This design comes from an exercise in tuning for small area and a short achievable clock period on the open sky130 flow, not from production work. Function was checked by simulation only, so behaviour that the tests miss may differ from the original.

==> flow/design.v <==
`default_nettype none
module tile_writeback #(
  parameter int TILE_SIZE   = 16,
  parameter int DATA_WIDTH  = 32,
  parameter int FRAC_BITS   = 16,
  parameter int COORD_WIDTH = 16
) (
  input  logic                   clk,
  input  logic                   rst,
  input  logic                   in_valid,
  output logic                   in_ready,
  input  logic [DATA_WIDTH-1:0]  in_data,
  input  logic                   in_last,
  input  logic [COORD_WIDTH-1:0] tile_x,
  input  logic [COORD_WIDTH-1:0] tile_y,
  output logic                   out_valid,
  input  logic                   out_ready,
  output logic [7:0]             out_pixel,
  output logic [COORD_WIDTH-1:0] out_x,
  output logic [COORD_WIDTH-1:0] out_y,
  output logic                   out_last,
  output logic                   short_tile
);
  localparam int R = 16;    
  localparam int L = 16;    
  typedef enum logic [1:0] {
    BANK_EMPTY    = 2'd0,
    BANK_FILLING  = 2'd1,
    BANK_FULL     = 2'd2,
    BANK_DRAINING = 2'd3
  } bank_state_e;
  bank_state_e            bank_st_q  [2];
  logic [7:0]             bank_li_q  [2];    
  logic [3:0]             bank_al_q  [2];    
  logic [COORD_WIDTH-1:0] bank_x_q   [2];
  logic [COORD_WIDTH-1:0] bank_y_q   [2];
  logic       wp_q;
  logic [7:0] wr_idx_q;
  logic       short_q;
  logic       in_ready_q;
  logic             rp_q;
  logic [7:0]       nidx_q;       
  logic             out_valid_q;
  logic [7:0]       out_pixel_q;
  logic [COORD_WIDTH-1:0] out_x_q;
  logic [COORD_WIDTH-1:0] out_y_q;
  logic             out_last_q;
  logic       w_neg;
  logic       w_sat;
  logic [7:0] w_qpix;
  assign w_neg  = in_data[DATA_WIDTH-1];
  assign w_sat  = |in_data[DATA_WIDTH-2:FRAC_BITS];
  assign w_qpix = w_neg ? 8'h00 : (w_sat ? 8'hFF : in_data[FRAC_BITS-1 -: 8]);
  logic w_accept;
  logic w_close;
  assign in_ready = in_ready_q;
  assign w_accept = in_valid && in_ready_q;
  assign w_close  = w_accept && (in_last || (wr_idx_q == 8'hFF));
  logic       s_adv;
  logic       s_sbank;
  logic       s_sok;
  logic       w_ld;
  logic       w_free;
  logic       s_ld_bank;
  logic [7:0] s_ld_idx;
  logic       s_ld_last;
  logic [7:0] s_ld_pix;
  assign s_adv     = out_valid_q && !out_last_q;
  assign s_sbank   = out_valid_q ? ~rp_q : rp_q;
  assign s_sok     = (bank_st_q[s_sbank] == BANK_FULL);
  assign w_ld      = s_adv ? out_ready : (s_sok && (!out_valid_q || out_ready));
  assign w_free    = out_valid_q && out_last_q && out_ready;
  assign s_ld_bank = s_adv ? rp_q : s_sbank;
  assign s_ld_idx  = s_adv ? nidx_q : 8'd0;
  assign s_ld_last = (s_ld_idx == bank_li_q[s_ld_bank]);
  logic [7:0] head [2][R];
  logic [7:0] r0pix [2];
  for (genvar b = 0; b < 2; b++) begin : g_bank
    logic [3:0] rpos;
    assign rpos = (bank_li_q[b][7:4] == 4'd0) ? ~bank_li_q[b][3:0] : 4'd0;
    for (genvar r = 0; r < R; r++) begin : g_row
      logic [7:0] p [L];
      logic       wsel;    
      logic       rsel;    
      logic       usel;    
      logic       en;
      assign wsel = in_ready_q && (wp_q == b) && (wr_idx_q[7:4] == r);
      if (r == 0) begin : g_sel0
        assign rsel = out_valid_q && (s_adv ? ((rp_q == b) && (nidx_q[7:4] == 4'd0))
                                            : ((s_sbank == b) && s_sok));
        assign usel = (!out_valid_q && (rp_q == b) && s_sok) ||
                      ((bank_al_q[b] != 4'hF) && (bank_li_q[b][7:4] == r));
      end else begin : g_seln
        assign rsel = s_adv && (rp_q == b) && (nidx_q[7:4] == r);
        assign usel = (bank_al_q[b] != 4'hF) && (bank_li_q[b][7:4] == r);
      end
      assign en = (in_valid && wsel) || (out_ready && rsel) || usel;
      always_ff @(posedge clk) begin
        if (en) begin
          for (int j = 0; j < L-1; j++) p[j] <= p[j+1];
          p[L-1] <= w_qpix;
        end
      end
      assign head[b][r] = p[0];
      if (r == 0) begin : g_r0
        assign r0pix[b] = p[rpos];
      end
    end
  end
  logic [7:0] w_adv_pix;
  assign w_adv_pix = (nidx_q[7:4] == 4'd0) ? r0pix[rp_q] : head[rp_q][nidx_q[7:4]];
  assign s_ld_pix  = s_adv ? w_adv_pix : r0pix[s_sbank];
  bank_state_e st_n [2];
  logic        wp_n;
  always_comb begin
    st_n[0] = bank_st_q[0];
    st_n[1] = bank_st_q[1];
    if (w_accept) begin
      if (w_close)                            st_n[wp_q] = BANK_FULL;
      else if (bank_st_q[wp_q] == BANK_EMPTY) st_n[wp_q] = BANK_FILLING;
    end
    if (w_free) st_n[rp_q]      = BANK_EMPTY;
    if (w_ld)   st_n[s_ld_bank] = BANK_DRAINING;
    wp_n = w_close ? ~wp_q : wp_q;
  end
  always_ff @(posedge clk) begin
    if (rst) begin
      bank_st_q[0]  <= BANK_EMPTY;
      bank_st_q[1]  <= BANK_EMPTY;
      bank_li_q[0]  <= '0;
      bank_li_q[1]  <= '0;
      bank_al_q[0]  <= 4'hF;
      bank_al_q[1]  <= 4'hF;
      bank_x_q[0]   <= '0;
      bank_x_q[1]   <= '0;
      bank_y_q[0]   <= '0;
      bank_y_q[1]   <= '0;
      wp_q          <= 1'b0;
      wr_idx_q      <= '0;
      short_q       <= 1'b0;
      in_ready_q    <= 1'b1;
      rp_q          <= 1'b0;
      nidx_q        <= '0;
      out_valid_q   <= 1'b0;
      out_pixel_q   <= 8'h00;
      out_x_q       <= '0;
      out_y_q       <= '0;
      out_last_q    <= 1'b0;
    end else begin
      bank_st_q[0] <= st_n[0];
      bank_st_q[1] <= st_n[1];
      wp_q         <= wp_n;
      in_ready_q   <= ~st_n[wp_n][1];
      for (int b = 0; b < 2; b++) begin
        if (bank_al_q[b] != 4'hF) bank_al_q[b] <= bank_al_q[b] + 1'b1;
      end
      if (w_accept) begin
        if (bank_st_q[wp_q] == BANK_EMPTY) begin
          bank_x_q[wp_q]  <= tile_x;
          bank_y_q[wp_q]  <= tile_y;
        end
        if (w_close) begin
          bank_li_q[wp_q]  <= wr_idx_q;
          bank_al_q[wp_q]  <= (wr_idx_q[7:4] == 4'd0) ? 4'hF : wr_idx_q[3:0];
          wr_idx_q         <= '0;
          if (in_last && (wr_idx_q != 8'hFF)) short_q <= 1'b1;
        end else begin
          wr_idx_q <= wr_idx_q + 1'b1;
        end
      end
      if (w_free) rp_q <= ~rp_q;
      if (w_ld) begin
        nidx_q      <= s_ld_idx + 1'b1;
        out_valid_q <= 1'b1;
        out_pixel_q <= s_ld_pix;
        out_x_q     <= bank_x_q[s_ld_bank] + COORD_WIDTH'(s_ld_idx[3:0]);
        out_y_q     <= bank_y_q[s_ld_bank] + COORD_WIDTH'(s_ld_idx[7:4]);
        out_last_q  <= s_ld_last;
      end else if (w_free) begin
        out_valid_q <= 1'b0;
        out_last_q  <= 1'b0;
      end
    end
  end
  assign out_valid  = out_valid_q;
  assign out_pixel  = out_pixel_q;
  assign out_x      = out_x_q;
  assign out_y      = out_y_q;
  assign out_last   = out_last_q;
  assign short_tile = short_q;
endmodule
`default_nettype wire
==> flow/config.mk <==
export PLATFORM = sky130hd
export DESIGN_NAME = tile_writeback
export DESIGN_NICKNAME = tile_writeback
export VERILOG_FILES = /design/flow/design.v
export SDC_FILE = /design/flow/constraint.sdc
export NUM_CORES = 4
export LEC_CHECK = 0
export CAP_MARGIN = 20
export CORE_MARGIN = 2
export CORE_UTILIZATION = 65
export PLACE_DENSITY = 0.72
export SETUP_SLACK_MARGIN = 4.6
export SLEW_MARGIN = 20
==> flow/constraint.sdc <==
create_clock -name core_clock -period 8.0 [get_ports {clk}]
set_input_delay 1.6000 -clock core_clock [delete_from_list [all_inputs] [get_ports {clk}]]
set_output_delay 1.6000 -clock core_clock [all_outputs]
set_load 0.01 [all_outputs]
standard.sh (not shown) runs the stock make flow with config.mk's settings and CLKGATE_MAP_FILE= SYNTH_SCRIPT=/design/flow/synth_recipe.tcl, a recipe that flattens the netlist after the stock synthesis.
==> flow/flow/run.sh <==
#!/bin/bash
# Standard ORFS layout, with the port buffers made from sky130_fd_sc_hd__buf_4
# instead of the delay-cell buffer buffer_ports picks by default.
set -euo pipefail
export BUFFER_PORTS_ARGS="-buffer_cell sky130_fd_sc_hd__buf_4"
bash standard.sh finish > standard_flow.log 2>&1
The starting point completed without violations.
Edit:
--- a/flow/design.v
+++ b/flow/design.v
@@ -33,4 +33,5 @@
   logic [7:0]             bank_li_q  [2];    
   logic [3:0]             bank_al_q  [2];    
+  logic [3:0]             bank_rp_q  [2];    
   logic [COORD_WIDTH-1:0] bank_x_q   [2];
   logic [COORD_WIDTH-1:0] bank_y_q   [2];
@@ -46,4 +47,5 @@
   logic [COORD_WIDTH-1:0] out_y_q;
   logic             out_last_q;
+  logic [2*R-1:0]   sel_q;        
   logic       w_neg;
   logic       w_sat;
@@ -75,25 +77,13 @@
   assign s_ld_last = (s_ld_idx == bank_li_q[s_ld_bank]);
   logic [7:0] head [2][R];
-  logic [7:0] r0pix [2];
   for (genvar b = 0; b < 2; b++) begin : g_bank
-    logic [3:0] rpos;
-    assign rpos = (bank_li_q[b][7:4] == 4'd0) ? ~bank_li_q[b][3:0] : 4'd0;
     for (genvar r = 0; r < R; r++) begin : g_row
       logic [7:0] p [L];
       logic       wsel;    
-      logic       rsel;    
-      logic       usel;    
+      logic       asel;    
       logic       en;
       assign wsel = in_ready_q && (wp_q == b) && (wr_idx_q[7:4] == r);
-      if (r == 0) begin : g_sel0
-        assign rsel = out_valid_q && (s_adv ? ((rp_q == b) && (nidx_q[7:4] == 4'd0))
-                                            : ((s_sbank == b) && s_sok));
-        assign usel = (!out_valid_q && (rp_q == b) && s_sok) ||
-                      ((bank_al_q[b] != 4'hF) && (bank_li_q[b][7:4] == r));
-      end else begin : g_seln
-        assign rsel = s_adv && (rp_q == b) && (nidx_q[7:4] == r);
-        assign usel = (bank_al_q[b] != 4'hF) && (bank_li_q[b][7:4] == r);
-      end
-      assign en = (in_valid && wsel) || (out_ready && rsel) || usel;
+      assign asel = (bank_al_q[b] != 4'hF) && (bank_li_q[b][7:4] == r);
+      assign en   = (in_valid && wsel) || (w_ld && sel_q[b*R+r]) || asel;
       always_ff @(posedge clk) begin
         if (en) begin
@@ -102,13 +92,25 @@
         end
       end
-      assign head[b][r] = p[0];
       if (r == 0) begin : g_r0
-        assign r0pix[b] = p[rpos];
-      end
-    end
-  end
-  logic [7:0] w_adv_pix;
-  assign w_adv_pix = (nidx_q[7:4] == 4'd0) ? r0pix[rp_q] : head[rp_q][nidx_q[7:4]];
-  assign s_ld_pix  = s_adv ? w_adv_pix : r0pix[s_sbank];
+        assign head[b][r] = p[bank_rp_q[b]];
+      end else begin : g_rn
+        assign head[b][r] = p[0];
+      end
+    end
+  end
+  always_comb begin
+    s_ld_pix = 8'h00;
+    for (int i = 0; i < 2*R; i++) begin
+      s_ld_pix = s_ld_pix | ({8{sel_q[i]}} & head[i/R][i%R]);
+    end
+  end
+  logic [2*R-1:0] w_sel_adv;
+  logic [2*R-1:0] w_sel_nb;
+  logic [2*R-1:0] w_sel_free;
+  logic [7:0]     w_ld_nidx;
+  assign w_ld_nidx  = s_ld_idx + 1'b1;
+  assign w_sel_adv  = (2*R)'(1) << {s_ld_bank, w_ld_nidx[7:4]};
+  assign w_sel_nb   = (2*R)'(1) << {~s_ld_bank, 4'd0};
+  assign w_sel_free = (2*R)'(1) << {~rp_q, 4'd0};
   bank_state_e st_n [2];
   logic        wp_n;
@@ -132,4 +134,7 @@
       bank_al_q[0]  <= 4'hF;
       bank_al_q[1]  <= 4'hF;
+      bank_rp_q[0]  <= '0;
+      bank_rp_q[1]  <= '0;
+      sel_q         <= (2*R)'(1);
       bank_x_q[0]   <= '0;
       bank_x_q[1]   <= '0;
@@ -163,4 +168,5 @@
           bank_li_q[wp_q]  <= wr_idx_q;
           bank_al_q[wp_q]  <= (wr_idx_q[7:4] == 4'd0) ? 4'hF : wr_idx_q[3:0];
+          bank_rp_q[wp_q]  <= (wr_idx_q[7:4] == 4'd0) ? ~wr_idx_q[3:0] : 4'd0;
           wr_idx_q         <= '0;
           if (in_last && (wr_idx_q != 8'hFF)) short_q <= 1'b1;
@@ -171,5 +177,6 @@
       if (w_free) rp_q <= ~rp_q;
       if (w_ld) begin
-        nidx_q      <= s_ld_idx + 1'b1;
+        nidx_q      <= w_ld_nidx;
+        sel_q       <= s_ld_last ? w_sel_nb : w_sel_adv;
         out_valid_q <= 1'b1;
         out_pixel_q <= s_ld_pix;
@@ -178,4 +185,5 @@
         out_last_q  <= s_ld_last;
       end else if (w_free) begin
+        sel_q       <= w_sel_free;
         out_valid_q <= 1'b0;
         out_last_q  <= 1'b0;
Register-to-register slack gains 80 ps.
Flip-flop and latch count went up by 40.
Critical path depth drops by 1.
Utilization rises by 0.16 points.
Die area went up slightly.
Via count is higher by a few percent.

[separate check: timing with driven ports]
The flow's constraints put no driver on any port. The routed layouts listed below were extracted and timed again, unchanged, in two steps. Step 1 assumes that a clkbuf_16 drives the clock port and a buf_2 every other input. Step 2, shift: input delay + t, output delay - t, t = (earliest + latest rising clock arrival at the registers) / 2. This alone moves slack from input paths to output paths. a / b / c = ideal ports / drivers / drivers and shift; a / b = the first two.
| run | t, ns | setup slack, ns | latest minus earliest clock arrival (ns) |
|---|---|---|---|
| the first run | 1.039 | 4.500 / 4.508 / 3.480 | 0.088 / 0.088 |
| the second run | 1.043 | 4.526 / 4.554 / 3.510 | 0.070 / 0.071 |
After both steps every run listed still meets setup and hold. For the first run, which loses most, drivers alone change the setup slack by +0.008 ns; drivers and shift together by -1.020 ns.
